Source: an optimization exercise on an open RTL-to-GDS flow (aim: small area, a short achievable clock period and few clock cycles per item). Production flows keep margins and buffers that such runs may drop. The RTL was checked by simulation tests, not by an equivalence proof against the original design.

Setup of v46:
Design uv_sphere_mesh_generator, start of the top module:
module uv_sphere_mesh_generator (
    input  logic               clk,
    input  logic               rst_n,
    input  logic               item_valid,
    output logic               item_ready,
    input  logic               restart,
    output logic               result_valid,
    input  logic               result_ready,
    output logic [1:0]         item_kind,
    output logic signed [31:0] pos_x,
    output logic signed [31:0] pos_y,
    output logic signed [31:0] pos_z,
    output logic signed [15:0] norm_x,
    output logic signed [15:0] norm_y,
    output logic signed [15:0] norm_z,
    output logic [15:0]        corner_a,
    output logic [15:0]        corner_b,
    output logic [15:0]        corner_c,
    output logic               final_item,
    input  logic               cfg_valid,
    output logic               cfg_ready,
    input  logic [1:0]         cfg_index,
    input  logic [30:0]        cfg_data
);
    logic [7:0]  sm1, sm2;
    logic [30:0] radius;
    logic [29:0] astep;
    assign cfg_ready = 1'b1;
    always_ff @(posedge clk or negedge rst_n)
    begin
        if (!rst_n)
            sm2 <= 8'(uvs_pkg::RESET_STEPS - 9'd2);
        else
            sm2 <= sm1 - 8'd1;
    end
    always_ff @(posedge clk or negedge rst_n)
    begin
        if (!rst_n)
        begin
            sm1    <= 8'(uvs_pkg::RESET_STEPS - 9'd1);
            radius <= uvs_pkg::RESET_RADIUS;
            astep  <= uvs_pkg::RESET_ASTEP;
        end
  ...
Settings: LEC_CHECK=0, CAP_MARGIN=20, CORE_MARGIN=2, CORE_UTILIZATION=50, CTS_BUF_LIST=sky130_fd_sc_hd__clkbuf_8, CTS_CLUSTER_SIZE=30, SLEW_MARGIN=20; clock period 11.0 ns.
standard.sh (not shown) runs the stock make flow with config.mk's settings and CLKGATE_MAP_FILE= SYNTH_SCRIPT=/design/flow/synth_recipe.tcl, a recipe that flattens the netlist after the stock synthesis.
==> flow/flow/run.sh <==
#!/bin/bash
# The standard layout, with timing repair asked to reach 6.5 ns of setup slack
# at the design's 11 ns clock (config.mk's SETUP_SLACK_MARGIN stops at 5).
# Everything else is the standard flow, run whole by standard.sh.
set -o pipefail
export SETUP_SLACK_MARGIN=6.5
bash standard.sh > standard.log 2>&1
status=$?
tail -20 standard.log
exit $status
v46 was carried through to the last stage, and its layout satisfied the timing, DRC and antenna checks.
Testbench counts of v46, summed over its fixed seeds: cycles 53,994, items 15,858.
## Diff of input files: v21 against v46
# v46
export LEC_CHECK = 0
export CAP_MARGIN = 20
export CORE_MARGIN = 2
export CORE_UTILIZATION = 50
export CTS_BUF_LIST = sky130_fd_sc_hd__clkbuf_8
export CTS_CLUSTER_SIZE = 30
export SLEW_MARGIN = 20
create_clock -name core_clock -period 11.0 [get_ports {clk}]
# v21
export LEC_CHECK = 0
export CAP_MARGIN = 20
export CORE_MARGIN = 2
export CORE_UTILIZATION = 40
export CTS_BUF_LIST = sky130_fd_sc_hd__clkbuf_8
export CTS_CLUSTER_SIZE = 30
export SLEW_MARGIN = 20
create_clock -name core_clock -period 11.0 [get_ports {clk}]
## What came out
Going from v46 to v21, die area grows by 25%.
Taking v21 as 1.0, v46 lands at 0.895 on height of the die.
Cell at the slowest stage of the critical path = dfxtp_4: v46; cell at the slowest stage of the critical path = a221o_1: v21
Of v21 and v46, the lower worst setup slack after placement belongs to v21.
v21 vs v46: via total after detailed routing up slightly
In the flow results for v21 and v46, the CTS buffer count is smaller on v46.
v21 did not stop at any stage, and its layout met the timing, DRC and antenna checks.
Relative to v21, the following input files were edited for v40:
# v21
export LEC_CHECK = 0
export CAP_MARGIN = 20
export CORE_MARGIN = 2
export CORE_UTILIZATION = 40
export CTS_BUF_LIST = sky130_fd_sc_hd__clkbuf_8
export CTS_CLUSTER_SIZE = 30
export SLEW_MARGIN = 20
create_clock -name core_clock -period 11.0 [get_ports {clk}]
# v40
export LEC_CHECK = 0
export CAP_MARGIN = 20
export CORE_MARGIN = 2
export CORE_UTILIZATION = 50
export CTS_BUF_LIST = sky130_fd_sc_hd__clkbuf_8
export CTS_CLUSTER_SIZE = 30
export SLEW_MARGIN = 20
create_clock -name core_clock -period 11.0 [get_ports {clk}]
==> flow/flow/run.sh <==
#!/bin/bash
# The standard layout, with timing repair asked to reach 6.3 ns of setup slack
# at the design's 11 ns clock (config.mk's SETUP_SLACK_MARGIN stops at 5).
# Everything else is the standard flow, run whole by standard.sh.
set -o pipefail
export SETUP_SLACK_MARGIN=6.3
bash standard.sh > standard.log 2>&1
status=$?
tail -20 standard.log
exit $status
Findings:
In the floorplan summary, v40 is listed with a die area less than that of v21.
Comparing v40 against v21, there is no change at all in synthesized cell count.
v21 vs v40, slowest library cell on the worst path: a221o_1 vs mux4_2
The final reports for v40 and v21 show clock period minus worst slack lower in the former.
v40: detailed-routed wire length on met3 is 1.9% higher than what v21 reported.
Summary of v40 over v21: layout multi-input combinational cell count comparable; met3 global-route usage now larger; inverter count comparable.
v21 -> v40: clock transition at the registers of the reported paths flat
On final setup slack of the worst path, the lower figure sits with v21, not v40.
diff inputs: v40 => v24
# v40
export LEC_CHECK = 0
export CAP_MARGIN = 20
export CORE_MARGIN = 2
export CORE_UTILIZATION = 50
export CTS_BUF_LIST = sky130_fd_sc_hd__clkbuf_8
export CTS_CLUSTER_SIZE = 30
export SLEW_MARGIN = 20
create_clock -name core_clock -period 11.0 [get_ports {clk}]
# v24
export LEC_CHECK = 0
export CAP_MARGIN = 20
export CORE_MARGIN = 2
export CORE_UTILIZATION = 40
export CTS_BUF_LIST = sky130_fd_sc_hd__clkbuf_8
export CTS_CLUSTER_SIZE = 30
export SLEW_MARGIN = 20
create_clock -name core_clock -period 11.0 [get_ports {clk}]
==> flow/flow/run.sh <==
#!/bin/bash
# The standard layout, with timing repair asked to reach 6.1 ns of setup slack
# at the design's 11 ns clock (config.mk's SETUP_SLACK_MARGIN stops at 5).
# Everything else is the standard flow, run whole by standard.sh.
set -o pipefail
export SETUP_SLACK_MARGIN=6.1
bash standard.sh > standard.log 2>&1
status=$?
tail -20 standard.log
exit $status
Sort v40 and v24 by part of the cycle the worst path needs, ascending, and v40 comes first.
Against v40, v24 reports a global router's overall resource usage that is lower.
Max setup slack across v40 and v24: v40
[compare] base=v40 new=v24: share of cells above drive strength 1 has decreased, number of antenna violations at the first check in global routing has remained practically unchanged, area growth from synthesis to final layout has remained practically unchanged.


Another version of the RTL of uv_sphere_mesh_generator (not shown whole).
For scale: about 8500 cells after synthesis, roughly 240 I/O pins, ~77000 um2 of cells after synthesis.
Design uv_sphere_mesh_generator, start of the top module:
module uv_sphere_mesh_generator (
    input  logic               clk,
    input  logic               rst_n,
    input  logic               item_valid,
    output logic               item_ready,
    input  logic               restart,
    output logic               result_valid,
    input  logic               result_ready,
    output logic [1:0]         item_kind,
    output logic signed [31:0] pos_x,
    output logic signed [31:0] pos_y,
    output logic signed [31:0] pos_z,
    output logic signed [15:0] norm_x,
    output logic signed [15:0] norm_y,
    output logic signed [15:0] norm_z,
    output logic [15:0]        corner_a,
    output logic [15:0]        corner_b,
    output logic [15:0]        corner_c,
    output logic               final_item,
    input  logic               cfg_valid,
    output logic               cfg_ready,
    input  logic [1:0]         cfg_index,
    input  logic [30:0]        cfg_data
);
==> flow/config.mk <==
export PLATFORM = sky130hd
export DESIGN_NAME = uv_sphere_mesh_generator
export DESIGN_NICKNAME = uv_sphere_mesh_generator
export VERILOG_FILES = /design/flow/design.v
export SDC_FILE = /design/flow/constraint.sdc
export NUM_CORES = 4
export LEC_CHECK = 0
export CAP_MARGIN = 20
export CORE_MARGIN = 2
export CORE_UTILIZATION = 40
export CTS_BUF_LIST = sky130_fd_sc_hd__clkbuf_8
export CTS_CLUSTER_SIZE = 30
export SETUP_SLACK_MARGIN = 5
export SLEW_MARGIN = 20
==> flow/constraint.sdc <==
create_clock -name core_clock -period 11.0 [get_ports {clk}]
set_input_delay 2.2000 -clock core_clock [delete_from_list [all_inputs] [get_ports {clk}]]
set_output_delay 2.2000 -clock core_clock [all_outputs]
set_load 0.01 [all_outputs]
run.sh (not shown) runs the stock make flow with config.mk's settings and CLKGATE_MAP_FILE= SYNTH_SCRIPT=/design/flow/synth_recipe.tcl, a recipe that flattens the netlist after the stock synthesis.
Stock flow here: none of the scripts above is used.
Testbench counts at the start, summed over its fixed seeds: cycles 55,980, items 15,858.
Rerun with:
==> flow/flow/run.sh (new file) <==
#!/bin/bash
# The standard layout, with timing repair asked to reach 6.5 ns of setup slack
# at the design's 11 ns clock (config.mk's SETUP_SLACK_MARGIN stops at 5).
# Everything else is the standard flow, run whole by standard.sh.
set -o pipefail
export SETUP_SLACK_MARGIN=6.5
bash standard.sh > standard.log 2>&1
status=$?
tail -20 standard.log
exit $status
==> flow/standard.sh (new file) <==
#!/bin/bash
# synth_recipe.tcl (not shown) runs the flow's synth.tcl, then flattens the netlist and writes it again
# the make line also repeats each setting of config.mk as NAME=value (left out here)
make -C /OpenROAD-flow-scripts/flow DESIGN_CONFIG=/design/flow/config.mk WORK_HOME=/design/flow/orfs CLKGATE_MAP_FILE= SYNTH_SCRIPT=/design/flow/synth_recipe.tcl "${@:-finish}"
- SETUP_SLACK_MARGIN: 5 -> not set
removed: flow/run.sh
The changed run ran to the end with no violations. Worst hold slack degrades by 0.017 ns. Design area went up by about 5%. Clock skew went down by 0.050 ns. Clock-buffer cell count went up by 18. Via count went up by about 2%. First-iteration DRC count went down by about 9%. Non-clock buffer count went up by 177. Maximum frequency went up by about 21%. Setup slack improves by 1.0 ns. Synthesized area does not change.

separate check: timing with driven ports:
No port has a modelled driver above. Below, the same layouts with a new extraction and two added sets of constraints.
Step 1 sets driving cells, clkbuf_16 on the clock port and buf_2 on the other inputs (assumed; they add their load-dependent delay and slew).
Step 2 times the ports against the registers' clock, not the clock port: input delays grow and output delays shrink by t, the midpoint of the rising clock arrivals with the driver on.
Slacks: ideal / step 1 / step 2; pairs: ideal / step 1.
run | t (ns) | slack for setup (ns) | cell pins on the clock port's net
v46 | 0.992 | 6.386 / 6.386 / 5.623 | 1
v21 | 1.026 | 6.180 / 6.180 / 5.666 | 1
v40 | 1.020 | 6.326 / 6.317 / 5.461 | 1
v24 | 1.034 | 6.189 / 6.189 / 5.501 | 1
the first run of note 2 | 1.022 | 5.227 / 5.227 / 5.227 | 1
the second run of note 2 | 1.046 | 6.248 / 6.248 / 5.666 | 1
After both steps setup and hold are still met in every run listed. The setup slack of v40, which loses most, moves by -0.009 ns with the drivers and by -0.865 ns with both steps.
